Context: an optimization exercise on an open-source flow, tuned for small area and a short achievable clock period. The choices shown serve that exercise and are no tape-out recipe.
Function was checked by simulation only, so behaviour that the tests miss may differ from the original.
Power figures rest on the tool's default switching activity, not on a simulated workload.

[design/flow/flow/run.sh]
#!/bin/bash
# Layout flow: the standard ORFS flow (standard.sh) with two changes:
#  - the port buffers that buffer_ports inserts are plain buffers (buf_2), which the
#    timing repair then sizes, instead of the platform's default delay-cell pick;
#  - clock tree synthesis clusters more sinks per leaf buffer and adds no dummy
#    balancing loads, so the clock tree takes less area.
set -euo pipefail
export BUFFER_PORTS_ARGS="-buffer_cell sky130_fd_sc_hd__buf_2"
export CTS_ARGS="-sink_clustering_enable -repair_clock_nets -sink_clustering_size 12 -sink_clustering_max_diameter 50 -buf_list {sky130_fd_sc_hd__clkbuf_4 sky130_fd_sc_hd__clkbuf_8} -dont_use_dummy_load"
bash standard.sh > standard_flow.log 2>&1
[design/flow/standard.sh]
#!/bin/bash
# synth_recipe.tcl (not shown) runs the flow's synth.tcl, then flattens the netlist and writes it again
# the make line also repeats each setting of config.mk as NAME=value (left out here)
make -C /OpenROAD-flow-scripts/flow DESIGN_CONFIG=/design/flow/config.mk WORK_HOME=/design/flow/orfs CLKGATE_MAP_FILE= SYNTH_SCRIPT=/design/flow/synth_recipe.tcl "${@:-finish}"
[design/flow/config.mk]
export PLATFORM = sky130hd
export DESIGN_NAME = bpred_btb
export DESIGN_NICKNAME = bpred_btb
export VERILOG_FILES = /design/flow/design.v
export SDC_FILE = /design/flow/constraint.sdc
export NUM_CORES = 4
export LEC_CHECK = 0
export CAP_MARGIN = 10
export CORE_MARGIN = 2
export CORE_UTILIZATION = 58
export SETUP_SLACK_MARGIN = 2.0
export SLEW_MARGIN = 10
export SYNTH_HIERARCHICAL = 1
export SYNTH_MINIMUM_KEEP_SIZE = 0
export TNS_END_PERCENT = 5
[design/flow/constraint.sdc]
create_clock -name core_clock -period 6.5 [get_ports {clk}]
set_input_delay 1.3000 -clock core_clock [delete_from_list [all_inputs] [get_ports {clk}]]
set_output_delay 1.3000 -clock core_clock [all_outputs]
set_load 0.01 [all_outputs]
[design/flow/design.v]
package bpred_pkg;
    localparam int MAX_TAG_BITS = 8;
    localparam int MAX_CTR_BITS = 2;
    localparam int MAX_XLEN     = 32;
    typedef logic [MAX_CTR_BITS-1:0] ctr_t;
    typedef struct packed {
        logic                    valid;
        logic [MAX_TAG_BITS-1:0] tag;
        logic [MAX_XLEN-1:0]     target;
        ctr_t                    ctr;
    } btb_entry_t;
    typedef enum logic [1:0] {
        CTR_INC      = 2'd0,
        CTR_DEC      = 2'd1,
        CTR_SET_MAX  = 2'd2,
        CTR_SET_WEAK = 2'd3
    } ctr_op_e;
    function automatic logic [MAX_CTR_BITS-1:0] ctr_max(input int bits);
        ctr_max = (1 << bits) - 1;
    endfunction
    function automatic logic [MAX_CTR_BITS-1:0] ctr_weak_t(input int bits);
        ctr_weak_t = 1 << (bits - 1);
    endfunction
    function automatic logic [MAX_CTR_BITS-1:0] ctr_weak_nt(input int bits);
        ctr_weak_nt = (1 << (bits - 1)) - 1;
    endfunction
    function automatic logic [MAX_CTR_BITS-1:0] ctr_sat(input logic [MAX_CTR_BITS-1:0] ctr,
                                                         input logic inc, input int bits);
        if (inc) begin
            ctr_sat = (ctr == ctr_max(bits)) ? ctr : ctr + 1'b1;
        end else begin
            ctr_sat = (ctr == '0) ? ctr : ctr - 1'b1;
        end
    endfunction
    function automatic logic [7:0] pc_index(input logic [MAX_XLEN-1:0] pc, input int idx_bits);
        logic [MAX_XLEN-1:0] masked;
        masked   = (pc >> 2) & ((64'd1 << idx_bits) - 64'd1);
        pc_index = masked[7:0];
    endfunction
    function automatic logic [MAX_TAG_BITS-1:0] pc_tag(input logic [MAX_XLEN-1:0] pc,
                                                       input int idx_bits,
                                                       input int tag_bits);
        logic [MAX_XLEN-1:0]     shifted;
        logic [MAX_TAG_BITS-1:0] one;
        shifted = pc >> (idx_bits + 2);
        one     = 1;
        pc_tag  = shifted[MAX_TAG_BITS-1:0] & ((one << tag_bits) - one);
    endfunction
endpackage
module bpred_sat_ctr (
    input  logic q,
    input  logic hold,
    input  logic d_new,
    input  logic load,
    output logic d
);
    assign d = (q & hold) | (d_new & load);
endmodule
module bpred_aor8 (
    input  logic [7:0] sel,
    input  logic [7:0] dat,
    output logic       y
);
    assign y = |(sel & dat);
endmodule
module bpred_or8 (
    input  logic [7:0] a,
    output logic       y
);
    assign y = |a;
endmodule
module bpred_or32 (
    input  logic [31:0] a,
    output logic        y
);
    logic [3:0] g;
    logic [1:0] h;
    for (genvar k = 0; k < 4; k++) begin : g_g
        bpred_or8 u_g (.a(a[8*k+7:8*k]), .y(g[k]));
    end
    bpred_nor2  u_h0 (.a(g[0]), .b(g[1]), .y(h[0]));
    bpred_nor2  u_h1 (.a(g[2]), .b(g[3]), .y(h[1]));
    bpred_nand2 u_y  (.a(h[0]), .b(h[1]), .y(y));
endmodule
module bpred_ne4 (
    input  logic [3:0] a,
    input  logic [3:0] b,
    output logic       y
);
    assign y = (a != b);
endmodule
module bpred_nor3 (
    input  logic a, b, c,
    output logic y
);
    assign y = ~(a | b | c);
endmodule
module bpred_nor2 (
    input  logic a, b,
    output logic y
);
    assign y = ~(a | b);
endmodule
module bpred_nand2 (
    input  logic a, b,
    output logic y
);
    assign y = ~(a & b);
endmodule
module bpred_aor32 (
    input  logic [31:0] sel,
    input  logic [31:0] dat,
    output logic        y
);
    logic [3:0] g;
    logic [1:0] h;
    for (genvar k = 0; k < 4; k++) begin : g_g
        bpred_aor8 u_g (.sel(sel[8*k+7:8*k]), .dat(dat[8*k+7:8*k]), .y(g[k]));
    end
    bpred_nor2  u_h0 (.a(g[0]), .b(g[1]), .y(h[0]));
    bpred_nor2  u_h1 (.a(g[2]), .b(g[3]), .y(h[1]));
    bpred_nand2 u_y  (.a(h[0]), .b(h[1]), .y(y));
endmodule
module bpred_btb
#(
    parameter int ENTRIES  = 32,
    parameter int TAG_BITS = 8,
    parameter int CTR_BITS = 2,
    parameter int XLEN     = 32
) (
    input  logic            clk,
    input  logic            reset,
    input  logic [XLEN-1:0] lookup_pc,
    output logic            pred_hit,
    output logic            pred_taken,
    output logic [XLEN-1:0] pred_target,
    input  logic            upd_valid,
    input  logic [XLEN-1:0] upd_pc,
    input  logic            upd_taken,
    input  logic            upd_is_jump,
    input  logic [XLEN-1:0] upd_target,
    input  logic            upd_pred_taken,
    input  logic [XLEN-1:0] upd_pred_target,
    input  logic            flush_all,
    output logic [31:0]     perf_updates,
    output logic [31:0]     perf_mispredicts
);
    localparam int IDX_BITS = $clog2(ENTRIES);
    logic [ENTRIES-1:0]                valid_q;
    logic [ENTRIES-1:0][TAG_BITS-1:0]  tag_q;
    logic [ENTRIES-1:0][XLEN-1:0]      tgt_q;
    logic [ENTRIES-1:0][CTR_BITS-1:0]  ctr_q;
    logic [IDX_BITS-1:0] lk_idx, upd_idx;
    logic [TAG_BITS-1:0] lk_tag, upd_tag;
    logic                upd_hit;
    logic [CTR_BITS-1:0] upd_ctr, ctr_next;
    logic                ctr_we, data_we;
    assign lk_idx  = lookup_pc[IDX_BITS+1:2];
    assign lk_tag  = lookup_pc[IDX_BITS+2+TAG_BITS-1:IDX_BITS+2];
    assign upd_idx = upd_pc[IDX_BITS+1:2];
    assign upd_tag = upd_pc[IDX_BITS+2+TAG_BITS-1:IDX_BITS+2];
    logic [ENTRIES-1:0] lk_dec, upd_dec, lk_sel, wr_ctr, wr_data;
    logic [TAG_BITS-1:0] upd_tag_rd;
    logic                upd_valid_rd;
    always_comb begin
        for (int i = 0; i < ENTRIES; i++) begin
            lk_dec[i]  = (lk_idx == i);
            upd_dec[i] = (upd_idx == i);
        end
    end
    logic [ENTRIES-1:0] dv_n, ne_lo, ne_hi, lk_sel2;
    logic [ENTRIES-1:0] lk_msb;
    logic [XLEN-1:0][ENTRIES-1:0] tgt_col;
    for (genvar i = 0; i < ENTRIES; i++) begin : g_lk
        assign dv_n[i] = ~(lk_dec[i] & valid_q[i]);
        bpred_ne4  u_lo  (.a(tag_q[i][3:0]), .b(lk_tag[3:0]), .y(ne_lo[i]));
        bpred_ne4  u_hi  (.a(tag_q[i][7:4]), .b(lk_tag[7:4]), .y(ne_hi[i]));
        bpred_nor3 u_sel  (.a(ne_lo[i]), .b(ne_hi[i]), .c(dv_n[i]), .y(lk_sel[i]));
        bpred_nor3 u_sel2 (.a(ne_lo[i]), .b(ne_hi[i]), .c(dv_n[i]), .y(lk_sel2[i]));
        assign lk_msb[i] = ctr_q[i][CTR_BITS-1];
    end
    for (genvar b = 0; b < XLEN; b++) begin : g_tgt_rd
        for (genvar i = 0; i < ENTRIES; i++) begin : g_col
            assign tgt_col[b][i] = tgt_q[i][b];
        end
        bpred_aor32 u_rd (.sel(b < XLEN/2 ? lk_sel : lk_sel2), .dat(tgt_col[b]), .y(pred_target[b]));
    end
    bpred_or32  u_hit   (.a(lk_sel), .y(pred_hit));
    bpred_aor32 u_taken (.sel(lk_sel2), .dat(lk_msb), .y(pred_taken));
    always_comb begin
        upd_tag_rd   = '0;
        upd_valid_rd = 1'b0;
        upd_ctr      = '0;
        for (int i = 0; i < ENTRIES; i++) begin
            upd_tag_rd   = upd_tag_rd | (tag_q[i] & {TAG_BITS{upd_dec[i]}});
            upd_valid_rd = upd_valid_rd | (valid_q[i] & upd_dec[i]);
            upd_ctr      = upd_ctr | (ctr_q[i] & {CTR_BITS{upd_dec[i]}});
        end
        upd_hit = upd_valid_rd && (upd_tag_rd == upd_tag);
        if (upd_is_jump)
            ctr_next = {CTR_BITS{1'b1}};
        else if (!upd_hit)
            ctr_next = {1'b1, {(CTR_BITS-1){1'b0}}};
        else if (upd_taken)
            ctr_next = (upd_ctr == {CTR_BITS{1'b1}}) ? upd_ctr : upd_ctr + 1'b1;
        else
            ctr_next = (upd_ctr == '0) ? upd_ctr : upd_ctr - 1'b1;
        ctr_we  = upd_valid && (upd_hit || upd_taken);
        data_we = upd_valid && (upd_taken || (upd_is_jump && upd_hit));
        wr_ctr  = upd_dec & {ENTRIES{ctr_we}};
        wr_data = upd_dec & {ENTRIES{data_we}};
    end
    always_ff @(posedge clk or posedge reset) begin
        if (reset) begin
            valid_q <= '0;
        end else if (flush_all) begin
            valid_q <= '0;
        end else if (upd_valid && upd_taken) begin
            valid_q[upd_idx] <= 1'b1;
        end
    end
    logic [ENTRIES-1:0][TAG_BITS-1:0]  tag_d;
    logic [ENTRIES-1:0][XLEN-1:0]      tgt_d;
    logic [ENTRIES-1:0][CTR_BITS-1:0]  ctr_d;
    logic [ENTRIES-1:0]                hold_ctr, hold_data;
    assign hold_ctr  = ~wr_ctr;
    assign hold_data = ~wr_data;
    for (genvar i = 0; i < ENTRIES; i++) begin : g_ent
        for (genvar b = 0; b < CTR_BITS; b++) begin : g_ctr
            bpred_sat_ctr u_hold (.q(ctr_q[i][b]), .hold(hold_ctr[i]), .d_new(ctr_next[b]),
                                  .load(wr_ctr[i]), .d(ctr_d[i][b]));
        end
        for (genvar b = 0; b < TAG_BITS; b++) begin : g_tag
            bpred_sat_ctr u_hold (.q(tag_q[i][b]), .hold(hold_data[i]), .d_new(upd_tag[b]),
                                  .load(wr_data[i]), .d(tag_d[i][b]));
        end
        for (genvar b = 0; b < XLEN; b++) begin : g_tgt
            bpred_sat_ctr u_hold (.q(tgt_q[i][b]), .hold(hold_data[i]), .d_new(upd_target[b]),
                                  .load(wr_data[i]), .d(tgt_d[i][b]));
        end
    end
    always_ff @(posedge clk) begin
        ctr_q <= ctr_d;
        tag_q <= tag_d;
        tgt_q <= tgt_d;
    end
    always_ff @(posedge clk or posedge reset) begin
        if (reset) begin
            perf_updates     <= '0;
            perf_mispredicts <= '0;
        end else begin
            if (upd_valid)
                perf_updates <= perf_updates + 32'd1;
            if (upd_valid && ((upd_taken != upd_pred_taken) ||
                              (upd_taken && (upd_target != upd_pred_target))))
                perf_mispredicts <= perf_mispredicts + 32'd1;
        end
    end
endmodule
==> flow_summary.ini, run 1 <==
[sta]
hold_viol_final = 0
max_freq_mhz = 207
fin_crit_ns = 4.83
finalSetupViolations = 0
skew_ns = 0.0966
tns_ns = 0
fin_crit_sh_pct = 74.3
tightest_slew_ns = 1.07
final-max-slew-violation-count = 0
hold-worst-slack_ns = 0.463
fin_ws_ns = 1.67
rsz0062_at_grt = yes
relSlewSlack_pct = 28.7

[setup_path]
worst-path-max-fanout = 8
worstReg2RegStart = tag_q[132]
crit_path_start = lookup_pc[14]
required_ns = 5.20
critPathKind = input pin to output pin
end_kind = output pin
cp-start-kind = input pin
worst_ep_arrival_time_ns = 3.53

[route]
drt_iter0_markers = 7846
drtPass1Iterations = 8
totalWireLength_mm = 254
route.detailed.drc = 0
vias_per_cell = 7.60
drtAntennaViolNets = 0
wl_per_cell_um = 35.9
vias = 53600

[yosys]
ys_types = 79
synth_area_um2 = 56600
syn_inst = 5012
ys_seq_area_share_pct = 51.8
synth-main-ff-cell = dfxtp_1
synth.area.top_cells = dfxtp_1 48%, a22o_1 21%, a22oi_1 7.7%
yosys_warnings = 7
ys_ff_latch = 1440
synth_edf_count = 0
synth_commonest_cells = 1373 x a22o_1, 1344 x dfxtp_1, 579 x a22oi_1
postSynth.asyncResetShare_pct = 6.67
yosysMostFrequentCell = a22o_1
yosysTopAreaCellShare_pct = 47.5
syn_avg_cell_area_um2 = 11.3
syn-num-nets = 5156
yosysTopAreaCell = dfxtp_1

[clocking]
tritoncts = built
cts.sinks = 1440
hold_buffers = 0
insertion_delay_ns = 0.92
clkTransAtPathRegs_ns = 0.08
cts_buffers = 150
htreeDepth = 4
cts_root_buf = clkbuf_8
clock_tree.buffer_depth = 3

[grt]
grt_pass1_vias = 49600
antenna_found_initial = 16
grt_first_pass_wirelength_mm = 353
grt_overflow = 0
grt_use_total_pct = 48.5
grt_max_degree = 57

[place]
place_ws_ns = 0.663
portBuffers = 194
hpwl_mm = 153
gp_congestion = 1.06

[cells_and_area]
final_util_pct = 71.9
nFillCells = 7197
nNetsFinal = 5919
syn_to_final_growth_pct = 22.8
drive_gt1_share_pct = 21.5

[die]
die_w_um = 316
start_util_pct = 58.6
ios = 233
core_region_area_um2 = 96700
rows = 114
die_y_um = 316
die_area_um2 = 100000

[power_and_ir_drop]
p_sw_share_pct = 27.2
clkPwrFrac_pct = 27.3
vdd_drop_max_uv = 226
leakagePower_nw = 27.1
combPwrFrac_pct = 14.0
p_int_mw = 13.6
switchingPower_mw = 5.08
p_per_area_nw_per_um2 = 268
pwr-share-seq_pct = 58.7

[status]
status = finished clean

[hold_path]
hold_class = input pin to async pin

[job]
maxCapViolCount = 0
## modules after synthesis, one instance, submodules excluded, excerpt
module | area, um^2 | cells | flops+latches | copies in the design
bpred_ne4 | 41.3 | 5 | 0 | 64
bpred_aor8 | 36.3 | 5 | 0 | 132
bpred_nor3 | 10.0 | 1 | 0 | 64
bpred_btb | 36300 | 2510 | 1440 | 1
bpred_nand2 | 3.75 | 1 | 0 | 34
bpred_sat_ctr | 8.76 | 1 | 0 | 1344
bpred_or8 | 16.3 | 3 | 0 | 4
bpred_nor2 | 3.75 | 1 | 0 | 68
## worst paths after layout
kind                       depth (start not counted)  slack (ns)                   end
min reg2reg                                        1        0.47  perf_mispredicts[31]
min                                                2        0.46  perf_mispredicts[21]
max                                               15        1.67       pred_target[23]
max in group asynchronous                          3        4.90            valid_q[9]
min in group core_clock                            1        0.47  perf_mispredicts[31]
max reg2reg                                       15        2.44            tgt_q[844]
## cell families (layout without fill, tap and decap cells)
kind of cell | count (synthesis) | count (layout) | synth area share (%)
xor+xnor | 357 | 357 | 5.52
other cells | 0 | 11 | 0
fa+ha+maj | 11 | 11 | 0.234
compound gates | 2158 | 2159 | 31.6
mux | 47 | 47 | 0.972
buf+inv | 125 | 885 | 1.01
simple gates | 874 | 874 | 8.89
flops | 1440 | 1440 | 51.8
## worst max-delay path, stage by stage
cell	delay, ns
buf_12	0.11
buf_12	0.13
buf_12	0.12
buf_16	0.15
xnor2_4	0.13
nand4_1	0.16
nor3_2	0.07
buf_6	0.13
buf_12	0.14
buf_4	0.14
a22oi_1	0.15
nand4_1	0.23
nor2_4	0.30
nand2_2	0.10
buf_6	0.13
## power by group through the flow
stage	Clock (mW)	Combinational [mW]	Sequential, mW
2_1_floorplan	0	1.67	10.8
3_3_place_gp	0	2.28	11.0
3_5_place_dp	0	2.35	11.1
4_1_cts	5.06	2.50	10.9
5_1_grt	5.41	2.74	11.1
6_report	5.10	2.61	11.0
## cell usage in the layout, fill, tap and decap left out, drive strengths merged, types with 7 or more instances in the layout
cell    Yosys  routed
a21oi      40      40
a221oi      7       7
a222oi      9       9
a22o     1373    1373
a22oi     579     579
a31o       30      31
a31oi      41      41
a32oi      19      19
and2       34      34
and3       28      28
and4        7       7
and4b      10      10
buf        40     696
bufbuf      0       7
clkbuf     65     162
dfrtp      96      96
dfxtp    1344    1344
diode       0      11
ha          9       9
inv        19      19
mux2       34      34
mux2i      10      10
nand2     132     132
nand2b      9       9
nand3      53      53
nand3b     14      14
nand4     217     217
nor2      173     173
nor2b      15      15
nor3       87      87
nor3b       7       7
nor4       22      22
nor4bb      8       8
o21ai      12      12
o22ai       9       9
or2        33      33
xnor2     305     305
xor2       52      52
## per-layer routing
metal,vias to the layer above,wire (um),global-route usage (%),part of all wire [%]
met2,4259,103000,68.2,41
met4,12,21700,35.5,8.5
met3,1030,36300,16.7,14
met1,26500,92200,61.7,36
met5,-,238,0.426,0.094
li1,21800,-,-,-
## final cells by class
class / count / area, um^2 / share of cell area [%]
clock buffer: 150 / 2060 / 2.97
multi-input combinational: 3448 / 28600 / 41.1
inverter: 20 / 96.3 / 0.138
tap: 1276 / 1600 / 2.30
sequential: 1440 / 29300 / 42.1
timing repair buffer: 715 / 7890 / 11.3
antenna: 11 / 27.5 / 0.0396
## state kept, by name (all words and copies together) (netlist names)
signal,flops
perf_mispredicts,32
tag_q,256
valid_q,32
perf_updates,32
tgt_q,1024
ctr_q,64
## repair_timing
item / in CTS / in global routing
setup endpoints to repair: 1371 / 1378
pin swaps: 173 / 62
gates resized for setup: 428 / 104
gates cloned: 36 / 16
setup buffers: 159 / 49
## per-stage QoR
stage	power, mW	instances	area, um^2
finish	18.7	7060	69600
global placement	13.3	6639	62100
floorplan	12.5	5012	57300
CTS	18.4	6984	68300
detailed placement	13.4	6639	62100
global route	19.2	7054	69500
==> inputs of run 2 (changes only) <==
--- a/design/flow/flow/run.sh
+++ b/design/flow/flow/run.sh
@@ -8,3 +8,4 @@
 export BUFFER_PORTS_ARGS="-buffer_cell sky130_fd_sc_hd__buf_2"
 export CTS_ARGS="-sink_clustering_enable -repair_clock_nets -sink_clustering_size 12 -sink_clustering_max_diameter 50 -buf_list {sky130_fd_sc_hd__clkbuf_4 sky130_fd_sc_hd__clkbuf_8} -dont_use_dummy_load"
+export IO_CONSTRAINTS="$PWD/flow/io.tcl"
 bash standard.sh > standard_flow.log 2>&1
==> design/flow/flow/io.tcl (new file) <==
# Keep the lookup port's index/tag bits and the prediction outputs together on the
# bottom edge, so the combinational lookup path starts and ends close together.
set_io_pin_constraint -region bottom:* -pin_names {lookup_pc[2] lookup_pc[3] lookup_pc[4] lookup_pc[5] lookup_pc[6] lookup_pc[7] lookup_pc[8] lookup_pc[9] lookup_pc[10] lookup_pc[11] lookup_pc[12] lookup_pc[13] lookup_pc[14] pred_hit pred_taken pred_target[0] pred_target[1] pred_target[2] pred_target[3] pred_target[4] pred_target[5] pred_target[6] pred_target[7] pred_target[8] pred_target[9] pred_target[10] pred_target[11] pred_target[12] pred_target[13] pred_target[14] pred_target[15] pred_target[16] pred_target[17] pred_target[18] pred_target[19] pred_target[20] pred_target[21] pred_target[22] pred_target[23] pred_target[24] pred_target[25] pred_target[26] pred_target[27] pred_target[28] pred_target[29] pred_target[30] pred_target[31]}
--- a/design/flow/config.mk
+++ b/design/flow/config.mk
@@ -8,5 +8,5 @@
 export CAP_MARGIN = 10
 export CORE_MARGIN = 2
-export CORE_UTILIZATION = 58
+export CORE_UTILIZATION = 50
 export SETUP_SLACK_MARGIN = 2.0
 export SLEW_MARGIN = 10
==> flow_summary.ini, run 2 <==
[status]
status = finished clean

[die]
ios = 233
rows = 123
start_util_pct = 50.4
die_w_um = 341
core_region_area_um2 = 112000
die_y_um = 341
die_area_um2 = 116000

[sta]
relSlewSlack_pct = 27.8
rsz0062_at_grt = yes
finalSetupViolations = 0
tightest_slew_ns = 1.08
max_freq_mhz = 204
final-max-slew-violation-count = 0
fin_crit_sh_pct = 75.5
skew_ns = 0.0824
hold_viol_final = 0
fin_crit_ns = 4.91
hold-worst-slack_ns = 0.459
tns_ns = 0

[cells_and_area]
drive_gt1_share_pct = 21.6
regMostFlops = tgt_q
layout_common_cells = 1371 x a22o_1, 1344 x dfxtp_1, 506 x a22oi_1, 291 x xnor2_1, 260 x buf_4
largest_reg_flops = 1024
top_regs = tgt_q (1024), tag_q (256), ctr_q (64)
fin_cells = 7262
layout_commonest_cell = a22o_1
fin_area_um2 = 69700
nNetsFinal = 5900
final_util_pct = 62.1
syn_to_final_growth_pct = 23.1

[yosys]
yosys_warnings = 7
synth_edf_count = 0
syn-num-nets = 5156
yosysTopAreaCellShare_pct = 47.5
syn_avg_cell_area_um2 = 11.3
ys_seq_area_share_pct = 51.8
synth_commonest_cells = 1373 x a22o_1, 1344 x dfxtp_1, 579 x a22oi_1
synth.area.top_cells = dfxtp_1 48%, a22o_1 21%, a22oi_1 7.7%
yosysTopAreaCell = dfxtp_1
synth_area_um2 = 56600
syn_inst = 5012
yosysMostFrequentCell = a22o_1
ys_ff_latch = 1440
postSynth.asyncResetShare_pct = 6.67
synth-main-ff-cell = dfxtp_1
ys_types = 79

[power_and_ir_drop]
p_int_mw = 13.6
clkPwrFrac_pct = 27.7
pwr-share-seq_pct = 58.5
switchingPower_mw = 5.08
p_sw_share_pct = 27.1
p_per_area_nw_per_um2 = 268
leakagePower_nw = 27.1
combPwrFrac_pct = 13.8
vdd_drop_max_uv = 230

[setup_path]
worst_ep_arrival_time_ns = 3.61
path_cells = buf_16 > buf_12 > buf_12 > xnor2_2 > nand4_1 > nor3_4 > buf_12 > buf_6 > a22oi_2 > nand4_1 > nor2_4 > nand2_2 > buf_6
path_common_cell = buf_12
end_kind = output pin
path_buf_inv = 6
critPathKind = input pin to output pin
slowest_delay_ns = 0.40
worst-path-max-fanout = 6
crit_slowest_cell = nor2_4
required_ns = 5.20
cp-start-kind = input pin
cp_top_family = simple AND/OR/NAND/NOR gates

[clocking]
clkTransAtPathRegs_ns = 0.06
cts_root_buf = clkbuf_8
insertion_delay_ns = 0.90
hold_buffers = 0
clock_tree.buffer_depth = 3
cts_buffers = 155
tritoncts = built
cts.sinks = 1440
htreeDepth = 4

[hold_path]
hold_class = register to register

[route]
wl_per_cell_um = 36.1
route.detailed.drc = 0
vias_per_cell = 7.15
drtPass1Iterations = 8
drtAntennaViolNets = 0
drt_iter0_markers = 5784
totalWireLength_mm = 262
vias = 51900

[grt]
grt_pass1_vias = 48200
grt_use_total_pct = 42.9
grt_first_pass_wirelength_mm = 362
grt_max_degree = 65
antenna_found_initial = 17
grt_overflow = 0

[place]
portBuffers = 194
gp_congestion = 1.09
dp_cells = 6904
hpwl_mm = 165
place_area_um2 = 62800

[job]
maxCapViolCount = 0
## run 2: cell count changes in the layout (fill, tap and decap cells not counted), moves of 11 or more
cell / previous run / this run
nor3_4: 25 / 42
buf_2: 171 / 160
nor3_2: 43 / 27
buf_6: 112 / 101
## run 2: area by class of cell
class / instances / area, um^2
Antenna cell: 8 / 20.0
Clock buffer: 155 / 2130
Fill cell: 9310 / 42600
Inverter: 20 / 90.1
Multi-Input combinational cell: 3447 / 28900
Sequential cell: 1440 / 29300
Tap cell: 1500 / 1880
Timing Repair Buffer: 692 / 7440
## run 2: layer usage
layer,vias to the layer above,wire length (um),track usage [%]
li1,21800,-,-
met1,26000,98900,54.3
met2,3240,112000,63.9
met3,854,27000,9.13
met4,12,24300,33.5
met5,-,73,0
## run 2: worst paths after layout
path                                      start  slack [ns]  cells after the start                    to
max reg2reg                          tag_q[180]        2.49                     13             tag_q[63]
max in group asynchronous                 reset        4.76                      3           valid_q[17]
min                        perf_mispredicts[31]        0.46                      1  perf_mispredicts[31]
min reg2reg                perf_mispredicts[31]        0.46                      1  perf_mispredicts[31]
min in group asynchronous                 reset        0.53                      2      perf_updates[18]
max                               lookup_pc[14]        1.59                     13       pred_target[18]
## run 2: power by group through the flow
stage / registers (mW) / clock network, mW / logic (mW)
final: 10.9 / 5.19 / 2.57
after global routing: 11.1 / 5.56 / 2.72
after CTS: 10.9 / 5.22 / 2.49
after detailed placement: 11.1 / 0 / 2.38
after global placement: 11.0 / 0 / 2.33
after floorplan: 10.8 / 0 / 1.67
## run 2: logic make-up (layout without fill, tap and decap cells)
family                   count (synthesis)  count (layout)  share of synthesized area [%]
multiplexers                            47              47                          0.972
adder cells (fa/ha/maj)                 11              11                          0.234
flip-flops                            1440            1440                           51.8
buffers and inverters                  125             867                           1.01
AND/OR/NAND/NOR                        874             874                           8.89
XOR/XNOR                               357             357                           5.52
other                                    0               8                              0
AO/OA/AOI/OAI                         2158            2158                           31.6
## run 2: per-module statistics from Yosys, one instance, submodules excluded, excerpt
module	flip-flops and latches	cells	area (um^2)
bpred_aor8	0	5	36.3
bpred_or8	0	3	16.3
bpred_nor2	0	1	3.75
bpred_nand2	0	1	3.75
bpred_ne4	0	5	41.3
bpred_sat_ctr	0	1	8.76
bpred_btb	1440	2510	36300
bpred_nor3	0	1	10.0
## run 2: metrics by stage
stage	worst slack, ns	power, mW
floorplan	1.20	12.5
global placement	0.603	13.4
detailed placement	0.680	13.5
CTS	1.75	18.6
global route	1.66	19.3
finish	1.59	18.7
## run 2: timing repair
item,in CTS,in global routing
buffers inserted,123,34
resized for setup,462,81
pin swaps,220,40
cloned,24,14
setup endpoints to repair,1346,1378
## run 2: worst register-to-register path, stage by stage (launching register included)
cell and delay (ns):
dfxtp_1 0.35, mux4_2 0.47, nor2b_1 0.21, or3_4 0.42, or3_4 0.40, a2111oi_4 0.51
and3_4 0.32, buf_12 0.12, buf_8 0.10, buf_16 0.12, a31oi_4 0.23, buf_12 0.26
clkbuf_16 0.17, a22o_1 0.22
==> inputs of run 3 (changes only) <==
--- a/design/flow/design.v
+++ b/design/flow/design.v
@@ -160,5 +160,5 @@
     assign upd_idx = upd_pc[IDX_BITS+1:2];
     assign upd_tag = upd_pc[IDX_BITS+2+TAG_BITS-1:IDX_BITS+2];
-    logic [ENTRIES-1:0] lk_dec, upd_dec, lk_sel, wr_ctr, wr_data;
+    logic [ENTRIES-1:0] lk_dec, upd_dec, wr_ctr, wr_data;
     logic [TAG_BITS-1:0] upd_tag_rd;
     logic                upd_valid_rd;
@@ -169,5 +169,6 @@
         end
     end
-    logic [ENTRIES-1:0] dv_n, ne_lo, ne_hi, lk_sel2;
+    logic [ENTRIES-1:0] dv_n, ne_lo, ne_hi;
+    logic [3:0][ENTRIES-1:0] lk_selq;
     logic [ENTRIES-1:0] lk_msb;
     logic [XLEN-1:0][ENTRIES-1:0] tgt_col;
@@ -176,6 +177,7 @@
         bpred_ne4  u_lo  (.a(tag_q[i][3:0]), .b(lk_tag[3:0]), .y(ne_lo[i]));
         bpred_ne4  u_hi  (.a(tag_q[i][7:4]), .b(lk_tag[7:4]), .y(ne_hi[i]));
-        bpred_nor3 u_sel  (.a(ne_lo[i]), .b(ne_hi[i]), .c(dv_n[i]), .y(lk_sel[i]));
-        bpred_nor3 u_sel2 (.a(ne_lo[i]), .b(ne_hi[i]), .c(dv_n[i]), .y(lk_sel2[i]));
+        for (genvar c = 0; c < 4; c++) begin : g_selq
+            bpred_nor3 u_sel (.a(ne_lo[i]), .b(ne_hi[i]), .c(dv_n[i]), .y(lk_selq[c][i]));
+        end
         assign lk_msb[i] = ctr_q[i][CTR_BITS-1];
     end
@@ -184,8 +186,8 @@
             assign tgt_col[b][i] = tgt_q[i][b];
         end
-        bpred_aor32 u_rd (.sel(b < XLEN/2 ? lk_sel : lk_sel2), .dat(tgt_col[b]), .y(pred_target[b]));
-    end
-    bpred_or32  u_hit   (.a(lk_sel), .y(pred_hit));
-    bpred_aor32 u_taken (.sel(lk_sel2), .dat(lk_msb), .y(pred_taken));
+        bpred_aor32 u_rd (.sel(lk_selq[b/8]), .dat(tgt_col[b]), .y(pred_target[b]));
+    end
+    bpred_or32  u_hit   (.a(lk_selq[0]), .y(pred_hit));
+    bpred_aor32 u_taken (.sel(lk_selq[3]), .dat(lk_msb), .y(pred_taken));
     always_comb begin
         upd_tag_rd   = '0;
--- a/design/flow/flow/run.sh
+++ b/design/flow/flow/run.sh
@@ -8,4 +8,3 @@
 export BUFFER_PORTS_ARGS="-buffer_cell sky130_fd_sc_hd__buf_2"
 export CTS_ARGS="-sink_clustering_enable -repair_clock_nets -sink_clustering_size 12 -sink_clustering_max_diameter 50 -buf_list {sky130_fd_sc_hd__clkbuf_4 sky130_fd_sc_hd__clkbuf_8} -dont_use_dummy_load"
-export IO_CONSTRAINTS="$PWD/flow/io.tcl"
 bash standard.sh > standard_flow.log 2>&1
removed: design/flow/flow/io.tcl
==> flow_summary.ini, run 3 <==
[job]
maxCapViolCount = 0

[grt]
grt_max_degree = 56
antenna_found_initial = 18
grt_overflow = 0
grt_pass1_vias = 47900
grt_use_total_pct = 40.9
grt_first_pass_wirelength_mm = 350

[yosys]
yosysMostFrequentCell = a22o_1
synth-compound-area-share_pct = 31.3
syn_inst = 5076
synth-xor-area-share_pct = 5.46
synthAdderAreaFrac_pct = 0.232
synth_edf_count = 0
ys_ff_latch = 1440
synth_top_family_by_area = compound AO/OA/AOI/OAI gates
synth-main-ff-cell = dfxtp_1
yosys.area_share.simple_pct = 9.91
syn_avg_cell_area_um2 = 11.3
yosys_warnings = 7
yosysTopAreaCellShare_pct = 47.0
muxShareOfSynthArea_pct = 0.961
synth.area.top_cells = dfxtp_1 47%, a22o_1 21%, a22oi_1 7.6%
synth_area_um2 = 57300
syn-num-nets = 5220
yosysTopAreaCell = dfxtp_1
synth_commonest_cells = 1373 x a22o_1, 1344 x dfxtp_1, 579 x a22oi_1
postSynth.asyncResetShare_pct = 6.67
ys_seq_area_share_pct = 51.2
ys_types = 79

[cells_and_area]
top_regs = tgt_q (1024), tag_q (256), ctr_q (64)
drive_gt1_share_pct = 22.5
nNetsFinal = 5991
syn_to_final_growth_pct = 22.2
regMostFlops = tgt_q
layout_commonest_cell = a22o_1
layout_common_cells = 1371 x a22o_1, 1344 x dfxtp_1, 513 x a22oi_1, 309 x buf_4, 298 x xnor2_1
nFillCells = 9484
largest_reg_flops = 1024

[route]
route.detailed.drc = 0
drtPass1Iterations = 8
drt_iter0_markers = 6887
totalWireLength_mm = 254
route.met3.wl_mm = 29.2
wl_met2_mm = 108
top_layer_used = met5
wl_per_cell_um = 34.5
vias_per_cell = 7.14
wl_met1_mm = 102
vias = 52600
drtAntennaViolNets = 0

[setup_path]
critPathKind = input pin to output pin
ff2ff_path_depth = 12
cp-start-kind = input pin
required_ns = 5.20
worst-path-max-fanout = 15
worst_ep_arrival_time_ns = 3.37
end_kind = output pin

[clocking]
insertion_delay_ns = 0.89
cts.sinks = 1440
htreeDepth = 4
tritoncts = built
cts_buffers = 156
cts_root_buf = clkbuf_8
clkTransAtPathRegs_ns = 0.06
clock_tree.buffer_depth = 3

[sta]
fin_ws_ns = 1.83
tns_ns = 0
max_freq_mhz = 214
final-max-slew-violation-count = 0
skew_ns = 0.0832
hold_viol_final = 0
tightest_slew_ns = 1.14
finalSetupViolations = 0
relSlewSlack_pct = 23.9
rsz0062_at_grt = yes
fin_crit_ns = 4.67
fin_crit_sh_pct = 71.9

[power_and_ir_drop]
vdd_drop_max_uv = 205
leakagePower_nw = 26.9
p_per_area_nw_per_um2 = 268

[place]
portBuffers = 194
hpwl_mm = 159
place_ws_ns = 0.650
gp_congestion = 0.992

[hold_path]
hold_class = register to register
holdPathStages = 1

[die]
die_area_um2 = 117000
start_util_pct = 50.2
core_region_area_um2 = 114000
ios = 233
rows = 124
die_w_um = 342
die_y_um = 342

[status]
status = finished clean
## run 3: cell types whose count changed after synthesis
cell	change
nor3_2	+64
## run 3: logic make-up after synthesis
kind of cell    Yosys count
xor+xnor                357
flops                  1440
mux                      47
simple gates            938
compound gates         2158
buf+inv                 125
fa+ha+maj                11
## run 3: area by class of cell
cell class / instances / area (um^2) / area share (%)
Clock buffer: 156 / 2150 / 3.07
Multi-Input combinational cell: 3513 / 29300 / 41.8
Inverter: 20 / 80.1 / 0.114
Tap cell: 1512 / 1890 / 2.70
Timing Repair Buffer: 716 / 7270 / 10.4
Antenna cell: 10 / 25.0 / 0.0357
Sequential cell: 1440 / 29300 / 41.9
## run 3: final timing paths
path                                       from                    to  slack, ns
setup / recovery                  lookup_pc[11]       pred_target[29]       1.83
max in group asynchronous                 reset            valid_q[8]       4.72
hold / removal             perf_mispredicts[31]  perf_mispredicts[31]       0.47
hold reg to reg            perf_mispredicts[31]  perf_mispredicts[31]       0.47
setup reg to reg                     tag_q[241]            tgt_q[877]       2.71
min in group asynchronous                 reset      perf_updates[28]       0.49
## run 3: timing repair
item	4_1_cts	5_1_grt
resized for setup	369	117
endpoints found under the hold margin	0	0
endpoints found under the setup margin	1364	1348
hold buffers	0	0
pin swaps	162	82
cloned	22	24
buffers inserted	144	52
## run 3: per-module statistics from Yosys (local to each module, per instance), excerpt
module,copies in the design,flops+latches,area [um^2]
bpred_btb,1,1440,36300
bpred_ne4,64,0,41.3
bpred_aor8,132,0,36.3
bpred_or8,4,0,16.3
bpred_nor3,128,0,10.0
bpred_sat_ctr,1344,0,8.76
bpred_nand2,34,0,3.75
bpred_nor2,68,0,3.75
## run 3: metal layers
metal  up-vias  GRT usage (%)
met5         -              0
met1     26600           55.7
li1      22000              -
met2      3210           60.3
met4        14           19.9
met3       745           10.2
## run 3: through the flow
stage | hold WS, ns | total power [mW] | instance area [um^2] | cells | util [%]
2_1_floorplan | 0.450 | 12.5 | 57900 | 5076 | -
3_3_place_gp | 0.451 | 13.3 | 63000 | 6959 | 55.2
3_5_place_dp | 0.458 | 13.4 | 63000 | 6959 | 55.2
4_1_cts | 0.465 | 18.6 | 68600 | 7281 | 60.2
5_1_grt | 0.495 | 19.4 | 70000 | 7362 | 61.4
6_report | 0.468 | 18.8 | 70000 | 7367 | 61.4
## run 3: worst max-delay path: stages
cell and delay, ns:
buf_16 0.15, xnor2_1 0.18, nand4_1 0.43, nor3_2 0.34
buf_6 0.22, a22oi_1 0.10, nand4_1 0.14, nor2_1 0.07
buf_4 0.19, nand2_1 0.08, buf_4 0.13
## run 3: power by group
group	switching (mW)	internal, mW	leakage [nW]	total [mW]
sequential	0.908	10.0	12.4	10.9
clock	3.05	2.13	1.12	5.18
combinational	1.14	1.52	13.4	2.67
total	5.10	13.7	26.9	18.8
==> inputs of run 4 (changes only) <==
--- a/design/flow/design.v
+++ b/design/flow/design.v
@@ -62,5 +62,11 @@
     output logic       y
 );
-    assign y = |(sel & dat);
+    assign y = ~(|(sel & dat));
+endmodule
+module bpred_nand4 (
+    input  logic a, b, c, d,
+    output logic y
+);
+    assign y = ~(a & b & c & d);
 endmodule
 module bpred_or8 (
@@ -68,5 +74,5 @@
     output logic       y
 );
-    assign y = |a;
+    assign y = ~(|a);
 endmodule
 module bpred_or32 (
@@ -75,11 +81,8 @@
 );
     logic [3:0] g;
-    logic [1:0] h;
     for (genvar k = 0; k < 4; k++) begin : g_g
         bpred_or8 u_g (.a(a[8*k+7:8*k]), .y(g[k]));
     end
-    bpred_nor2  u_h0 (.a(g[0]), .b(g[1]), .y(h[0]));
-    bpred_nor2  u_h1 (.a(g[2]), .b(g[3]), .y(h[1]));
-    bpred_nand2 u_y  (.a(h[0]), .b(h[1]), .y(y));
+    bpred_nand4 u_y (.a(g[0]), .b(g[1]), .c(g[2]), .d(g[3]), .y(y));
 endmodule
 module bpred_ne4 (
@@ -114,11 +117,8 @@
 );
     logic [3:0] g;
-    logic [1:0] h;
     for (genvar k = 0; k < 4; k++) begin : g_g
         bpred_aor8 u_g (.sel(sel[8*k+7:8*k]), .dat(dat[8*k+7:8*k]), .y(g[k]));
     end
-    bpred_nor2  u_h0 (.a(g[0]), .b(g[1]), .y(h[0]));
-    bpred_nor2  u_h1 (.a(g[2]), .b(g[3]), .y(h[1]));
-    bpred_nand2 u_y  (.a(h[0]), .b(h[1]), .y(y));
+    bpred_nand4 u_y (.a(g[0]), .b(g[1]), .c(g[2]), .d(g[3]), .y(y));
 endmodule
 module bpred_btb
==> flow_summary.ini, run 4 <==
[status]
status = finished clean

[sta]
tightest_slew_ns = 1.30
hold_viol_final = 0
max_freq_mhz = 207
finalSetupViolations = 0
final-max-slew-violation-count = 0
relSlewSlack_pct = 13.3
tns_ns = 0
rsz0062_at_grt = yes
fin_crit_ns = 4.83
skew_ns = 0.0904
fin_crit_sh_pct = 74.4

[yosys]
yosysMostFrequentCell = a22o_1
postSynth.asyncResetShare_pct = 6.67
synth_commonest_cells = 1373 x a22o_1, 1344 x dfxtp_1, 579 x a22oi_1
yosys_warnings = 7
yosysTopAreaCellShare_pct = 46.8
syn-num-nets = 5152
ys_types = 79
synth_edf_count = 0
yosysTopAreaCell = dfxtp_1
syn_inst = 5008
syn_avg_cell_area_um2 = 11.5
ys_ff_latch = 1440
synth.area.top_cells = dfxtp_1 47%, a22o_1 21%, a22oi_1 7.6%
synth-main-ff-cell = dfxtp_1
synth_area_um2 = 57400
ys_seq_area_share_pct = 51.0

[route]
vias_per_cell = 7.33
drt_iter0_markers = 7692
wl_per_cell_um = 37.1
drtAntennaViolNets = 0
vias = 54400
totalWireLength_mm = 275
drtPass1Iterations = 8
route.detailed.drc = 0

[clocking]
cts.sinks = 1440
hold_buffers = 0
tritoncts = built
cts_buffers = 159
htreeDepth = 4
clock_tree.buffer_depth = 3
cts_root_buf = clkbuf_8
insertion_delay_ns = 0.95
clkTransAtPathRegs_ns = 0.07

[cells_and_area]
syn_to_final_growth_pct = 25.7
top_regs = tgt_q (1024), tag_q (256), ctr_q (64)
drive_gt1_share_pct = 23.8
layout_common_cells = 1371 x a22o_1, 1344 x dfxtp_1, 560 x a22oi_1, 303 x buf_4, 274 x xnor2_1
largest_reg_flops = 1024
fin_area_um2 = 72200
nNetsFinal = 6039
fin_cells = 7414
layout_commonest_cell = a22o_1
final_util_pct = 63.2
regMostFlops = tgt_q

[die]
ios = 233
core_region_area_um2 = 114000
die_w_um = 343
start_util_pct = 50.3
die_y_um = 343
die_area_um2 = 118000
rows = 124

[setup_path]
cp-start-kind = input pin
worst-path-max-fanout = 8
path_cells = buf_8 > buf_12 > buf_4 > xnor2_1 > nand4_1 > buf_6 > buf_8 > nor3_2 > buf_6 > a22oi_1 > and4_4 > nand4_1 > buf_2
cp_top_family = buffers and inverters
path_buf_inv = 7
required_ns = 5.20
end_kind = output pin
worst_ep_arrival_time_ns = 3.53
critPathKind = input pin to output pin
crit_slowest_cell = nor3_2
slowest_delay_ns = 0.26

[power_and_ir_drop]
vdd_drop_max_uv = 239
leakagePower_nw = 27.6
p_per_area_nw_per_um2 = 263

[grt]
grt_max_degree = 65
grt_overflow = 0
grt_pass1_vias = 49800
grt_first_pass_wirelength_mm = 374
antenna_found_initial = 21
grt_use_total_pct = 44.4

[place]
gp_congestion = 1.05
hpwl_mm = 175
portBuffers = 194
place_area_um2 = 64300
dp_cells = 6965

[hold_path]
hold_class = input pin to async pin

[job]
maxCapViolCount = 0
==> run 4: what timing repair did <==
item                        CTS  global route
cloned                       29            20
setup endpoints to repair  1346          1378
setup buffers               172            60
gates resized for setup     399           119
pin swaps                   131            61
==> run 4: worst paths after layout <==
path                                              to  depth (start not counted)  slack (ns)        startpoint
worst max-delay path                 pred_target[21]                         13        1.67     lookup_pc[13]
worst min-delay path            perf_mispredicts[22]                          2        0.37             reset
worst max register to register            tgt_q[927]                         14        2.29        tag_q[132]
worst min register to register      perf_updates[31]                          1        0.47  perf_updates[31]
max in group asynchronous                valid_q[24]                          3        4.90             reset
min in group core_clock             perf_updates[31]                          1        0.47  perf_updates[31]
==> run 4: layer usage <==
metal  up-vias  wire, um  share of wire (%)  global-route usage, %
li1      22100         -                  -                      -
met1     27300    105000                 38                   58.7
met2      3925    113000                 41                   63.2
met3      1007     37500                 14                   15.0
met4        18     18800                6.8                   24.9
met5         -       165              0.060                      0
==> run 4: stage by stage <==
stage	total power [mW]	setup WS (ns)	hold WS, ns
detailed placement	13.5	0.672	0.461
global placement	13.4	0.696	0.459
floorplan	12.5	1.20	0.450
CTS	18.8	1.81	0.336
global route	19.6	1.67	0.400
finish	19.0	1.67	0.372
==> run 4: cell type report <==
| type | instances | area [um^2] |
|---|---|---|
| Antenna cell | 9 | 22.5 |
| Clock buffer | 159 | 2190 |
| Fill cell | 9364 | 42000 |
| Inverter | 20 | 90.1 |
| Multi-Input combinational cell | 3443 | 29500 |
| Sequential cell | 1440 | 29300 |
| Tap cell | 1512 | 1890 |
| Timing Repair Buffer | 831 | 9240 |
==> run 4: kinds of logic (layout without fill, tap and decap cells) <==
kind of cell             Yosys count  after routing  synth area share (%)
AO/OA/AOI/OAI                   2158           2158                  31.2
flip-flops                      1440           1440                  51.0
AND/OR/NAND/NOR                  870            870                  10.2
XOR/XNOR                         357            357                  5.44
buffers and inverters            125           1010                 0.998
multiplexers                      47             47                 0.958
adder cells (fa/ha/maj)           11             11                 0.231
other                              0              9                     0
==> run 4: per-module statistics from Yosys, one instance, submodules excluded, excerpt <==
module	times used	flops+latches
bpred_ne4	64	0
bpred_sat_ctr	1344	0
bpred_or8	4	0
bpred_btb	1	1440
bpred_nor3	128	0
bpred_aor8	132	0
bpred_nand4	34	0
==> run 4: power breakdown <==
group	internal [mW]	switching, mW	total, mW
Clock	2.17	3.13	5.30
Sequential	10.0	0.860	10.9
Combinational	1.58	1.22	2.81
Total	13.8	5.22	19.0
==> inputs of run 5 (changes only) <==
--- a/design/flow/design.v
+++ b/design/flow/design.v
@@ -62,11 +62,5 @@
     output logic       y
 );
-    assign y = ~(|(sel & dat));
-endmodule
-module bpred_nand4 (
-    input  logic a, b, c, d,
-    output logic y
-);
-    assign y = ~(a & b & c & d);
+    assign y = |(sel & dat);
 endmodule
 module bpred_or8 (
@@ -74,5 +68,5 @@
     output logic       y
 );
-    assign y = ~(|a);
+    assign y = |a;
 endmodule
 module bpred_or32 (
@@ -81,8 +75,36 @@
 );
     logic [3:0] g;
+    logic [1:0] h;
     for (genvar k = 0; k < 4; k++) begin : g_g
         bpred_or8 u_g (.a(a[8*k+7:8*k]), .y(g[k]));
     end
-    bpred_nand4 u_y (.a(g[0]), .b(g[1]), .c(g[2]), .d(g[3]), .y(y));
+    bpred_nor2  u_h0 (.a(g[0]), .b(g[1]), .y(h[0]));
+    bpred_nor2  u_h1 (.a(g[2]), .b(g[3]), .y(h[1]));
+    bpred_nand2 u_y  (.a(h[0]), .b(h[1]), .y(y));
+endmodule
+module bpred_xnor4 (
+    input  logic [3:0] a,
+    input  logic [3:0] b,
+    output logic [3:0] y
+);
+    assign y = ~(a ^ b);
+endmodule
+module bpred_nand4 (
+    input  logic a, b, c, d,
+    output logic y
+);
+    assign y = ~(a & b & c & d);
+endmodule
+module bpred_ao21 (
+    input  logic a, b, c,
+    output logic y
+);
+    assign y = (a & b) | c;
+endmodule
+module bpred_aoi21 (
+    input  logic a, b, c,
+    output logic y
+);
+    assign y = ~((a & b) | c);
 endmodule
 module bpred_ne4 (
@@ -117,8 +139,11 @@
 );
     logic [3:0] g;
+    logic [1:0] h;
     for (genvar k = 0; k < 4; k++) begin : g_g
         bpred_aor8 u_g (.sel(sel[8*k+7:8*k]), .dat(dat[8*k+7:8*k]), .y(g[k]));
     end
-    bpred_nand4 u_y (.a(g[0]), .b(g[1]), .c(g[2]), .d(g[3]), .y(y));
+    bpred_nor2  u_h0 (.a(g[0]), .b(g[1]), .y(h[0]));
+    bpred_nor2  u_h1 (.a(g[2]), .b(g[3]), .y(h[1]));
+    bpred_nand2 u_y  (.a(h[0]), .b(h[1]), .y(y));
 endmodule
 module bpred_btb
@@ -155,5 +180,4 @@
     logic                upd_hit;
     logic [CTR_BITS-1:0] upd_ctr, ctr_next;
-    logic                ctr_we, data_we;
     assign lk_idx  = lookup_pc[IDX_BITS+1:2];
     assign lk_tag  = lookup_pc[IDX_BITS+2+TAG_BITS-1:IDX_BITS+2];
@@ -169,5 +193,7 @@
         end
     end
-    logic [ENTRIES-1:0] dv_n, ne_lo, ne_hi;
+    logic [ENTRIES-1:0] dv_n;
+    logic [1:0][ENTRIES-1:0] ne_lo, ne_hi;
+    logic [ENTRIES-1:0][TAG_BITS-1:0] lk_eq;
     logic [3:0][ENTRIES-1:0] lk_selq;
     logic [ENTRIES-1:0] lk_msb;
@@ -175,8 +201,14 @@
     for (genvar i = 0; i < ENTRIES; i++) begin : g_lk
         assign dv_n[i] = ~(lk_dec[i] & valid_q[i]);
-        bpred_ne4  u_lo  (.a(tag_q[i][3:0]), .b(lk_tag[3:0]), .y(ne_lo[i]));
-        bpred_ne4  u_hi  (.a(tag_q[i][7:4]), .b(lk_tag[7:4]), .y(ne_hi[i]));
+        bpred_xnor4 u_eq_lo (.a(tag_q[i][3:0]), .b(lk_tag[3:0]), .y(lk_eq[i][3:0]));
+        bpred_xnor4 u_eq_hi (.a(tag_q[i][7:4]), .b(lk_tag[7:4]), .y(lk_eq[i][7:4]));
+        for (genvar c = 0; c < 2; c++) begin : g_ne
+            bpred_nand4 u_lo (.a(lk_eq[i][0]), .b(lk_eq[i][1]), .c(lk_eq[i][2]), .d(lk_eq[i][3]),
+                              .y(ne_lo[c][i]));
+            bpred_nand4 u_hi (.a(lk_eq[i][4]), .b(lk_eq[i][5]), .c(lk_eq[i][6]), .d(lk_eq[i][7]),
+                              .y(ne_hi[c][i]));
+        end
         for (genvar c = 0; c < 4; c++) begin : g_selq
-            bpred_nor3 u_sel (.a(ne_lo[i]), .b(ne_hi[i]), .c(dv_n[i]), .y(lk_selq[c][i]));
+            bpred_nor3 u_sel (.a(ne_lo[c/2][i]), .b(ne_hi[c/2][i]), .c(dv_n[i]), .y(lk_selq[c][i]));
         end
         assign lk_msb[i] = ctr_q[i][CTR_BITS-1];
@@ -190,14 +222,25 @@
     bpred_or32  u_hit   (.a(lk_selq[0]), .y(pred_hit));
     bpred_aor32 u_taken (.sel(lk_selq[3]), .dat(lk_msb), .y(pred_taken));
+    logic [TAG_BITS-1:0][ENTRIES-1:0] tag_col;
+    logic [CTR_BITS-1:0][ENTRIES-1:0] ctr_col;
+    logic                upd_ne_lo, upd_ne_hi;
+    logic [ENTRIES-1:0]  upd_dv, upd_dvt, upd_dvj;
+    for (genvar b = 0; b < TAG_BITS; b++) begin : g_utag_rd
+        for (genvar i = 0; i < ENTRIES; i++) begin : g_col
+            assign tag_col[b][i] = tag_q[i][b];
+        end
+        bpred_aor32 u_rd (.sel(upd_dec), .dat(tag_col[b]), .y(upd_tag_rd[b]));
+    end
+    for (genvar b = 0; b < CTR_BITS; b++) begin : g_uctr_rd
+        for (genvar i = 0; i < ENTRIES; i++) begin : g_col
+            assign ctr_col[b][i] = ctr_q[i][b];
+        end
+        bpred_aor32 u_rd (.sel(upd_dec), .dat(ctr_col[b]), .y(upd_ctr[b]));
+    end
+    bpred_aor32 u_uvalid_rd (.sel(upd_dec), .dat(valid_q), .y(upd_valid_rd));
+    bpred_ne4  u_upd_lo  (.a(upd_tag_rd[3:0]), .b(upd_tag[3:0]), .y(upd_ne_lo));
+    bpred_ne4  u_upd_hi  (.a(upd_tag_rd[7:4]), .b(upd_tag[7:4]), .y(upd_ne_hi));
+    bpred_nor3 u_upd_hit (.a(upd_ne_lo), .b(upd_ne_hi), .c(~upd_valid_rd), .y(upd_hit));
     always_comb begin
-        upd_tag_rd   = '0;
-        upd_valid_rd = 1'b0;
-        upd_ctr      = '0;
-        for (int i = 0; i < ENTRIES; i++) begin
-            upd_tag_rd   = upd_tag_rd | (tag_q[i] & {TAG_BITS{upd_dec[i]}});
-            upd_valid_rd = upd_valid_rd | (valid_q[i] & upd_dec[i]);
-            upd_ctr      = upd_ctr | (ctr_q[i] & {CTR_BITS{upd_dec[i]}});
-        end
-        upd_hit = upd_valid_rd && (upd_tag_rd == upd_tag);
         if (upd_is_jump)
             ctr_next = {CTR_BITS{1'b1}};
@@ -208,8 +251,14 @@
         else
             ctr_next = (upd_ctr == '0) ? upd_ctr : upd_ctr - 1'b1;
-        ctr_we  = upd_valid && (upd_hit || upd_taken);
-        data_we = upd_valid && (upd_taken || (upd_is_jump && upd_hit));
-        wr_ctr  = upd_dec & {ENTRIES{ctr_we}};
-        wr_data = upd_dec & {ENTRIES{data_we}};
+        upd_dv  = upd_dec & {ENTRIES{upd_valid}};
+        upd_dvt = upd_dv & {ENTRIES{upd_taken}};
+        upd_dvj = upd_dv & {ENTRIES{upd_is_jump}};
+    end
+    logic [ENTRIES-1:0] hold_ctr, hold_data;
+    for (genvar i = 0; i < ENTRIES; i++) begin : g_we
+        bpred_ao21  u_wc (.a(upd_dv[i]),  .b(upd_hit), .c(upd_dvt[i]), .y(wr_ctr[i]));
+        bpred_aoi21 u_hc (.a(upd_dv[i]),  .b(upd_hit), .c(upd_dvt[i]), .y(hold_ctr[i]));
+        bpred_ao21  u_wd (.a(upd_dvj[i]), .b(upd_hit), .c(upd_dvt[i]), .y(wr_data[i]));
+        bpred_aoi21 u_hd (.a(upd_dvj[i]), .b(upd_hit), .c(upd_dvt[i]), .y(hold_data[i]));
     end
     always_ff @(posedge clk or posedge reset) begin
@@ -225,7 +274,4 @@
     logic [ENTRIES-1:0][XLEN-1:0]      tgt_d;
     logic [ENTRIES-1:0][CTR_BITS-1:0]  ctr_d;
-    logic [ENTRIES-1:0]                hold_ctr, hold_data;
-    assign hold_ctr  = ~wr_ctr;
-    assign hold_data = ~wr_data;
     for (genvar i = 0; i < ENTRIES; i++) begin : g_ent
         for (genvar b = 0; b < CTR_BITS; b++) begin : g_ctr
==> flow_summary.ini, run 5 <==
[yosys]
synth-main-ff-cell = dfxtp_1
ys_seq_area_share_pct = 51.6
yosys_warnings = 7
yosysTopAreaCellShare_pct = 47.3
ys_ff_latch = 1440
syn_inst = 5057
synth_edf_count = 0
syn-num-nets = 5200
synth_area_um2 = 56900
ys_types = 41
yosysTopAreaCell = dfxtp_1
postSynth.asyncResetShare_pct = 6.67
syn_avg_cell_area_um2 = 11.2
synth.area.top_cells = dfxtp_1 47%, a22o_1 21%, a22oi_1 9.3%
yosysMostFrequentCell = a22o_1
synth_commonest_cells = 1346 x a22o_1, 1344 x dfxtp_1, 704 x a22oi_1

[die]
core_region_area_um2 = 113000
die_y_um = 341
die_area_um2 = 116000
ios = 233
die_w_um = 341
start_util_pct = 50.5
rows = 123

[cells_and_area]
drive_gt1_share_pct = 19.4
layout_commonest_cell = a22o_1
syn_to_final_growth_pct = 19.1
layout_common_cells = 1346 x a22o_1, 1344 x dfxtp_1, 636 x a22oi_1, 323 x nand4_1, 278 x xnor2_1
largest_reg_flops = 1024
top_regs = tgt_q (1024), tag_q (256), ctr_q (64)
nNetsFinal = 5820
nFillCells = 9557
regMostFlops = tgt_q

[job]
maxCapViolCount = 0

[setup_path]
worst-path-max-fanout = 9
required_ns = 5.20
worst_ep_arrival_time_ns = 3.34
cp-start-kind = input pin
end_kind = output pin
critPathKind = input pin to output pin

[grt]
grt_pass1_vias = 46500
met3_usage_pct = 5.38
grt_max_degree = 59
grt_overflow = 0
antenna_found_initial = 4
met2_usage_pct = 52.2
grt_busiest_layer = met2
grt_use_met1_pct = 48.9
grt_use_total_pct = 34.0
grt_first_pass_wirelength_mm = 303

[sta]
max_freq_mhz = 215
rsz0062_at_grt = yes
relSlewSlack_pct = 19.3
fin_crit_sh_pct = 71.4
skew_ns = 0.0766
fin_ws_ns = 1.86
finalSetupViolations = 0
tightest_slew_ns = 1.21
hold_viol_final = 0
fin_crit_ns = 4.64
final-max-slew-violation-count = 0

[route]
totalWireLength_mm = 205
drtAntennaViolNets = 0
drt_iter0_markers = 5241
wl_per_cell_um = 28.5
drtPass1Iterations = 6
vias = 48600
route.detailed.drc = 0
vias_per_cell = 6.77

[hold_path]
hold_class = register to register

[clocking]
cts_buffers = 157
cts_root_buf = clkbuf_8
cts.sinks = 1440
tritoncts = built
insertion_delay_ns = 0.86
hold_buffers = 0
clkTransAtPathRegs_ns = 0.05
clock_tree.buffer_depth = 3
htreeDepth = 4

[status]
status = finished clean

[place]
gp_congestion = 0.923
hpwl_mm = 137
place_ws_ns = 0.882
portBuffers = 194

[power_and_ir_drop]
vdd_drop_max_uv = 199
leakagePower_nw = 26.7
finalPower_mw = 18.4
p_per_area_nw_per_um2 = 272
[run 5: changes by cell type after synthesis, moves of 19 or more]
cell	previous run	this run
a22o_1	1373	1346
clkbuf_1	65	28
a32oi_1	19	0
a21oi_2	0	64
inv_1	19	44
a31o_1	20	0
nand4_1	119	323
and4_1	139	4
or2_1	28	0
a21o_1	3	65
nor2_1	109	213
a31oi_1	40	1
a22oi_1	579	704
mux2_2	31	2
[run 5: stage by stage]
step | cells | hold WS [ns] | util (%) | cell area (um^2) | setup TNS [ns]
2_1_floorplan | 5057 | 0.456 | - | 57200 | -1411.12
3_3_place_gp | 6897 | 0.460 | 54.8 | 61700 | 0
3_5_place_dp | 6897 | 0.459 | 54.8 | 61700 | 0
4_1_cts | 7166 | 0.468 | 59.9 | 67400 | 0
5_1_grt | 7176 | 0.495 | 60.1 | 67700 | 0
6_report | 7179 | 0.467 | 60.1 | 67700 | 0
[run 5: layout make-up]
type	instances	area [um^2]	share of cell area [%]
antenna	4	10.0	0.0148
clock buffer	157	2160	3.19
tap	1500	1880	2.77
inverter	44	200	0.296
sequential	1440	29300	43.3
timing repair buffer	491	4890	7.23
multi-input combinational	3543	29200	43.2
[run 5: path summary, 6_finish.rpt]
| check | slack, ns | cells past startpoint | to | start |
|---|---|---|---|---|
| worst max-delay path | 1.86 | 12 | pred_target[26] | lookup_pc[10] |
| worst max register to register | 3.09 | 12 | tgt_q[232] | tag_q[209] |
| worst min-delay path | 0.47 | 1 | perf_updates[31] | perf_updates[31] |
| min in group asynchronous | 0.51 | 2 | perf_updates[27] | reset |
| max in group asynchronous | 4.74 | 3 | perf_updates[10] | reset |
| worst min register to register | 0.47 | 1 | perf_updates[31] | perf_updates[31] |
[run 5: Yosys stat by module, one instance, submodules excluded, excerpt]
module	cells inside	times used
bpred_nand2	1	45
bpred_nor2	1	90
bpred_ao21	1	64
bpred_ne4	5	2
bpred_btb	2035	1
bpred_aoi21	1	64
bpred_sat_ctr	1	1344
bpred_xnor4	4	64
bpred_or8	3	4
bpred_nor3	1	129
bpred_aor8	5	176
bpred_nand4	1	128
[run 5: timing repair]
action | CTS | global route
endpoints found under the setup margin | 756 | 1273
resized for setup | 375 | 39
cloned | 10 | 2
pin swaps | 214 | 7
buffers inserted | 102 | 7
[run 5: cells by family after synthesis]
kind of cell	after synthesis	synth area share (%)
AOI/OAI and AO/OA	2214	32.2
DFF	1440	51.6
and+or+nand+nor	955	9.95
xor gates and xnor gates	360	5.55
buffers and inverters	76	0.508
adders and majority gates	10	0.211
muxes	2	0.0396
[run 5: layer usage]
| layer | wire length (um) | part of all wire [%] | vias up |
|---|---|---|---|
| met1 | 90900 | 44 | 24400 |
| met5 | 13 | 0.0063 | - |
| met4 | 6620 | 3.2 | 2 |
| met3 | 16600 | 8.1 | 366 |
| met2 | 90600 | 44 | 2131 |
| li1 | - | - | 21800 |
[run 5: worst max-delay path, cell delays in order]
cell and delay, ns:
buf_12 0.13, buf_12 0.17, xnor2_1 0.16, nand4_1 0.15, buf_4 0.14, nor3_4 0.04, buf_12 0.14, a22oi_1 0.24
nand4_1 0.31, nor2_1 0.25, nand2_1 0.11, buf_2 0.16
[run 5: where the power goes]
part	switching, mW	internal [mW]
logic	1.05	1.37
registers	0.794	10.0
clock network	3.03	2.14
total	4.87	13.6
==> inputs of run 6 (changes only) <==
--- a/design/flow/config.mk
+++ b/design/flow/config.mk
@@ -9,5 +9,5 @@
 export CORE_MARGIN = 2
 export CORE_UTILIZATION = 50
-export SETUP_SLACK_MARGIN = 2.0
+export SETUP_SLACK_MARGIN = 2.4
 export SLEW_MARGIN = 10
 export SYNTH_HIERARCHICAL = 1
==> flow_summary.ini, run 6 <==
[status]
status = finished clean

[clocking]
clock_tree.buffer_depth = 3
cts.sinks = 1440
tritoncts = built
insertion_delay_ns = 0.87
htreeDepth = 4
hold_buffers = 0
cts_root_buf = clkbuf_8
clkTransAtPathRegs_ns = 0.05
cts_buffers = 157

[power_and_ir_drop]
finalPower_mw = 18.6
p_int_mw = 13.6
pwr-share-seq_pct = 58.5
switchingPower_mw = 4.95
p_per_area_nw_per_um2 = 266
p_sw_share_pct = 26.7
vdd_drop_max_uv = 199
leakagePower_nw = 27.5
clkPwrFrac_pct = 27.9
combPwrFrac_pct = 13.6

[route]
vias = 49700
route.detailed.drc = 0
drtAntennaViolNets = 0
vias_per_cell = 6.85
totalWireLength_mm = 214
drtPass1Iterations = 6
drt_iter0_markers = 5467
wl_per_cell_um = 29.6

[yosys]
ys_ff_latch = 1440
synth_area_um2 = 56900
synth.area.top_cells = dfxtp_1 47%, a22o_1 21%, a22oi_1 9.3%
ys_seq_area_share_pct = 51.6
yosysTopAreaCellShare_pct = 47.3
syn-num-nets = 5200
syn_inst = 5057
synth_commonest_cells = 1346 x a22o_1, 1344 x dfxtp_1, 704 x a22oi_1
synth-main-ff-cell = dfxtp_1
ys_types = 41
synth_edf_count = 0
yosysTopAreaCell = dfxtp_1
postSynth.asyncResetShare_pct = 6.67
yosys_warnings = 7
syn_avg_cell_area_um2 = 11.2
yosysMostFrequentCell = a22o_1

[cells_and_area]
layout_commonest_cell = a22o_1
nNetsFinal = 5898
top_regs = tgt_q (1024), tag_q (256), ctr_q (64)
syn_to_final_growth_pct = 22.6
nFillCells = 9371
regMostFlops = tgt_q
drive_gt1_share_pct = 22.4
largest_reg_flops = 1024
layout_common_cells = 1346 x a22o_1, 1344 x dfxtp_1, 599 x a22oi_1, 323 x nand4_1, 236 x xnor2_1
fin_area_um2 = 69700

[sta]
relSlewSlack_pct = 11.0
skew_ns = 0.0783
tns_ns = 0
fin_crit_ns = 4.62
finalSetupViolations = 0
fin_ws_ns = 1.88
rsz0062_at_grt = yes
final-max-slew-violation-count = 0
tightest_slew_ns = 1.33
max_freq_mhz = 217
fin_crit_sh_pct = 71.0
hold_viol_final = 0

[die]
core_region_area_um2 = 113000
die_area_um2 = 116000
start_util_pct = 50.5
rows = 123
die_w_um = 341
ios = 233
die_y_um = 341

[grt]
antenna_found_initial = 4
grt_pass1_vias = 46900
grt_max_degree = 59
grt_overflow = 0
grt_first_pass_wirelength_mm = 307
grt_use_total_pct = 34.5

[place]
portBuffers = 194
place_area_um2 = 61700
gp_congestion = 0.923
hpwl_mm = 137
place_ws_ns = 0.882

[setup_path]
cp-start-kind = input pin
end_kind = output pin
worst_ep_arrival_time_ns = 3.32
required_ns = 5.20
worst-path-max-fanout = 8
critPathKind = input pin to output pin

[hold_path]
hold_class = register to register

[job]
maxCapViolCount = 0
run 6: layout make-up:
type | instances | area [um^2] | area share, %
multi-input combinational | 3551 | 30100 | 43.2
tap | 1500 | 1880 | 2.69
timing repair buffer | 561 | 6010 | 8.62
antenna | 3 | 7.51 | 0.0108
inverter | 44 | 239 | 0.343
sequential | 1440 | 29300 | 42.0
clock buffer | 157 | 2160 | 3.10
run 6: path summary, 6_finish.rpt:
path                             startpoint                to  slack [ns]  depth (start not counted)
max in group asynchronous             reset   perf_updates[9]        4.74                          3
max                            lookup_pc[2]   pred_target[20]        1.88                         11
min in group asynchronous             reset       valid_q[25]        0.50                          2
max reg2reg                       tag_q[47]        tgt_q[568]        3.12                         11
min reg2reg                perf_updates[31]  perf_updates[31]        0.47                          1
min                        perf_updates[31]  perf_updates[31]        0.47                          1
run 6: kinds of logic after synthesis:
kind of cell,count (synthesis),share of synthesized area [%]
DFF,1440,51.6
muxes,2,0.0396
AOI/OAI and AO/OA,2214,32.2
xor gates and xnor gates,360,5.55
buffers and inverters,76,0.508
adders and majority gates,10,0.211
and+or+nand+nor,955,9.95
run 6: Yosys stat by module (local to each module, per instance), excerpt:
module	flops+latches	cells	copies in the design	area (um^2)
bpred_ao21	0	1	64	7.51
bpred_ne4	0	5	2	41.3
bpred_nor3	0	1	129	10.0
bpred_nor2	0	1	90	3.75
bpred_btb	1440	2035	1	32700
bpred_aor8	0	5	176	36.3
bpred_nand4	0	1	128	6.26
bpred_nand2	0	1	45	3.75
run 6: critical path: stages:
cell and delay [ns]:
buf_8 0.14, and3b_2 0.31, nand3_4 0.18, nor3_2 0.07, buf_6 0.16, buf_6 0.12, a22oi_2 0.18, nand4_1 0.25
nor2_4 0.30, nand2_2 0.13, buf_6 0.14
run 6: power groups by stage:
stage / clock network [mW] / registers [mW] / logic, mW
global placement: 0 / 10.9 / 2.19
detailed placement: 0 / 11.0 / 2.27
global route: 5.58 / 11.0 / 2.70
finish: 5.19 / 10.9 / 2.52
CTS: 5.24 / 10.8 / 2.42
floorplan: 0 / 10.8 / 1.67
run 6: per-stage QoR:
stage,hold slack (ns),util [%],instances
final,0.467,61.9,7256
after global routing,0.495,61.9,7255
after CTS,0.468,60.6,7193
after detailed placement,0.459,54.8,6897
after global placement,0.460,54.8,6897
after floorplan,0.456,-,5057
run 6: per-layer routing:
metal | up-vias | track usage, % | wire (um) | share of wire [%]
met5 | - | 0 | 13 | 0.0061
met4 | 2 | 11.6 | 8420 | 3.9
met3 | 443 | 5.55 | 17400 | 8.1
met2 | 2372 | 53.1 | 96100 | 45
met1 | 25000 | 49.3 | 92500 | 43
li1 | 22000 | - | - | -
run 6: repair_timing:
action	4_1_cts	5_1_grt
resized for setup	477	171
gates cloned	18	19
endpoints found under the setup margin	1378	1378
pin swaps	261	117
setup buffers	121	41

[separate check: timing with driven ports]
The results above use ideal ports. As a check the final layouts listed here were re-extracted and re-timed, cells and wires unchanged.
Step 1, drivers: a clkbuf_16 drives clk and a buf_2 each remaining input, both assumed.
Step 2 adds t to the input delays and takes it off the output delays; t is the mean of the earliest and latest rising clock arrival at the registers after step 1. Input paths then give back, and output paths get back, about the clock's delay inside the block.
Slacks: ideal / step 1 / step 2; pairs: ideal / step 1.
| run | t (ns) | setup slack, ns | worst register clock-pin slew, ns | worst slew at a driven data input, ns |
|---|---|---|---|---|
| run 1 | 0.951 | 1.669 / 1.564 / 0.778 | 0.09 / 0.09 | 0.20 |
| run 2 | 0.934 | 1.594 / 1.402 / 0.667 | 0.09 / 0.09 | 0.31 |
| run 3 | 0.925 | 1.828 / 1.662 / 0.892 | 0.09 / 0.09 | 0.28 |
| run 4 | 0.983 | 1.666 / 1.597 / 0.717 | 0.09 / 0.09 | 0.20 |
| run 5 | 0.895 | 1.857 / 1.775 / 1.069 | 0.09 / 0.09 | 0.10 |
| run 6 | 0.903 | 1.884 / 1.806 / 1.260 | 0.09 / 0.09 | 0.13 |
After both steps every run listed still meets setup and hold. The setup slack of run 4, which loses most, moves by -0.069 ns with the drivers and by -0.949 ns with both steps.
